Context: an optimization exercise on an open-source flow, tuned for small area. The choices shown serve that exercise and are no tape-out recipe.
Function was checked by simulation only, so behaviour that the tests miss may differ from the original.

run 1:
==> flow/design.v (excerpt) <==
module izh_neuron_array #(
    parameter int NUM_CH   = 6,
    parameter int W        = 12,
    parameter int CH_BITS  = 3
) (
    input  logic                clk,
    input  logic                reset,
    input  logic                enable,
    input  logic                input_enable,
    input  logic [NUM_CH*8-1:0] stimulus_in,
    input  logic                load_mode,
    input  logic                serial_data,
    input  logic [CH_BITS-1:0]  mon_sel,
    output logic [7:0]          membrane_out,
    output logic [NUM_CH-1:0]   spike_out,
    output logic                params_ready,
    output logic                frame_done,
    output logic                addr_err,
    output logic [2:0]          debug_state
);
Settings: LEC_CHECK=0, ABC_AREA=1, CAP_MARGIN=5, CORE_MARGIN=2, CORE_UTILIZATION=70, CTS_BUF_LIST=sky130_fd_sc_hd__clkbuf_8, CTS_CLUSTER_DIAMETER=60, CTS_CLUSTER_SIZE=16, SLEW_MARGIN=5, SYNTH_HIERARCHICAL=1; clock period 18.0 ns.
run.sh (not shown) runs the stock make flow with config.mk's settings and CLKGATE_MAP_FILE= SYNTH_SCRIPT=/design/flow/synth_recipe.tcl, a recipe that flattens the netlist after the stock synthesis.
Run 1 finished every step from synthesis to the final layout, and the layout passed the timing, design-rule and antenna checks.
> inputs changed (run 1 -> run 2)
Settings: CAP_MARGIN: 5 -> 20; CORE_UTILIZATION: 70 -> 65; SLEW_MARGIN: 5 -> 20.
==> flow/flow/run.sh (new file) <==
#!/bin/bash
# Own flow: the standard layout (standard.sh), with two changes:
#  - Yosys's ABC technology mapping of the combinational logic uses an area-oriented
#    script (&nf with area recovery) instead of ORFS's delay-oriented "map -B 0.9".
#    Registers, their names and cell types are untouched (dfflibmap runs before ABC).
#  - clock tree synthesis does not add dummy load cells.
set -euo pipefail
W=$(pwd)
rm -rf "$W/orfs_scripts"
cp -r "$FLOW_HOME/scripts" "$W/orfs_scripts"
printf '&get -n\n&st\n&dch\n&nf -R 1000\n&put\ntopo\n' > "$W/orfs_scripts/abc_area.script"
export SCRIPTS_DIR="$W/orfs_scripts"
export CTS_ARGS="-sink_clustering_enable -repair_clock_nets -buf_list sky130_fd_sc_hd__clkbuf_8 -sink_clustering_size 16 -sink_clustering_max_diameter 60 -dont_use_dummy_load"
bash "$W/standard.sh" > "$W/standard_flow.log" 2>&1
==> flow/standard.sh (new file) <==
#!/bin/bash
# synth_recipe.tcl (not shown) runs the flow's synth.tcl, then flattens the netlist and writes it again
# the make line also repeats each setting of config.mk as NAME=value (left out here)
make -C /OpenROAD-flow-scripts/flow DESIGN_CONFIG=/design/flow/config.mk WORK_HOME=/design/flow/orfs CLKGATE_MAP_FILE= SYNTH_SCRIPT=/design/flow/synth_recipe.tcl "${@:-finish}"
removed: flow/run.sh
Findings:
- Cmp run 2 and run 1 / starting density of the core / higher: run 1
- Having completed the whole flow, run 2 delivered a layout that passed the timing, design-rule and antenna checks.
- Delta(post-synthesis simple-gate area fraction, run 2 - run 1) < 0
- Relative to run 1, largest fanout of any net on the critical path has decreased by 15 in run 2.
- Worst setup slack, run 2 and run 1, higher one = run 2.
- The global-route usage number comes out higher for run 1 vs run 2.
- Higher routed wire length was reported by run 1, not run 2.
- From run 1 to run 2 the numbers moved as follows: wire length of the first global-routing pass fell 6.2%; maximum frequency level; minimum period implied by the final worst setup slack has decreased.
Relative to run 2, the following input files were edited for run 3:
Settings: swapping sky130_fd_sc_hd__clkbuf_8 for sky130_fd_sc_hd__clkbuf_4 in CTS_BUF_LIST; swapping 60 for 40 in CTS_CLUSTER_DIAMETER; swapping 16 for 10 in CTS_CLUSTER_SIZE.
==> flow/run.sh (new file) <==
#!/bin/bash
# synth_recipe.tcl (not shown) runs the flow's synth.tcl, then flattens the netlist and writes it again
# the make line also repeats each setting of config.mk as NAME=value (left out here)
make -C /OpenROAD-flow-scripts/flow DESIGN_CONFIG=/design/flow/config.mk WORK_HOME=/design/flow/orfs CLKGATE_MAP_FILE= SYNTH_SCRIPT=/design/flow/synth_recipe.tcl finish
removed: flow/flow/run.sh
removed: flow/standard.sh
Notes after the runs:
Worst-case headroom to the max-slew limit (lower): run 3. Re aggregate routed wire length: run 2 was lower than run 3. Between run 2 and run 3, post-synthesis simple-gate area fraction increased. Run 3 against run 2: area of the core went up by 7.4%. Clock buffer count from CTS (run 3 / run 2): 1.8. Compared with run 2, run 3 shows post-detailed-placement half-perimeter wirelength that has gone up by a little under 10%. Run 3 drops more vias than run 2.
> inputs changed (run 3 -> run 4)
Settings: a change of CTS_CLUSTER_SIZE from 10 to 16; a change of CTS_BUF_LIST from sky130_fd_sc_hd__clkbuf_4 to sky130_fd_sc_hd__clkbuf_8; a change of CTS_CLUSTER_DIAMETER from 40 to 60.
==> flow/flow/run.sh (new file) <==
#!/bin/bash
# Own flow: the standard layout (standard.sh), with one change: Yosys's ABC
# technology mapping for the combinational logic uses an area-oriented script
# (&nf with area recovery) instead of ORFS's delay-oriented "map -B 0.9".
# Registers, their names and cell types are untouched (dfflibmap runs before ABC).
set -euo pipefail
W=$(pwd)
rm -rf "$W/orfs_scripts"
cp -r "$FLOW_HOME/scripts" "$W/orfs_scripts"
printf '&get -n\n&st\n&dch\n&nf -R 1000\n&put\ntopo\n' > "$W/orfs_scripts/abc_area.script"
export SCRIPTS_DIR="$W/orfs_scripts"
bash "$W/standard.sh" > "$W/standard_flow.log" 2>&1
==> flow/standard.sh (new file) <==
#!/bin/bash
# synth_recipe.tcl (not shown) runs the flow's synth.tcl, then flattens the netlist and writes it again
# the make line also repeats each setting of config.mk as NAME=value (left out here)
make -C /OpenROAD-flow-scripts/flow DESIGN_CONFIG=/design/flow/config.mk WORK_HOME=/design/flow/orfs CLKGATE_MAP_FILE= SYNTH_SCRIPT=/design/flow/synth_recipe.tcl "${@:-finish}"
removed: flow/run.sh
==> run notes <==
- Going from run 3 to run 4, the post-layout net count was found to have gone down by 534.
- Lower CTS H-tree depth was reported by run 4, not run 3.
- Summary of the comparison: sequential share of layout area is higher in run 4, relative to run 3.

[port drivers added, routing unchanged]
How much do the figures lean on ideal ports? The routed layouts below were timed once more, with nothing changed but the port constraints.
Step 1: set_driving_cell puts a clkbuf_16 on clk and a buf_2 on each other input, an assumption about the parent block.
Step 2 adds t to the input delays and takes it off the output delays; t is the mean of the earliest and latest rising clock arrival at the registers after step 1. Input paths then give back, and output paths get back, about the clock's delay inside the block.
a / b / c = no drivers / after step 1 / after step 2; a / b = the first two.
run	shift t [ns]	setup WS [ns]	slew at the worst register clock pin (ns)	worst slew at a driven data input, ns
run 1	0.684	0.520 / 0.520 / 0.520	0.10 / 0.10	0.05
run 2	0.598	0.532 / 0.532 / 0.532	0.11 / 0.11	0.05
run 3	0.903	0.740 / 0.740 / 0.740	0.12 / 0.12	0.05
run 4	0.637	0.520 / 0.520 / 0.520	0.11 / 0.11	0.05
After both steps setup and hold are still met in every run listed.
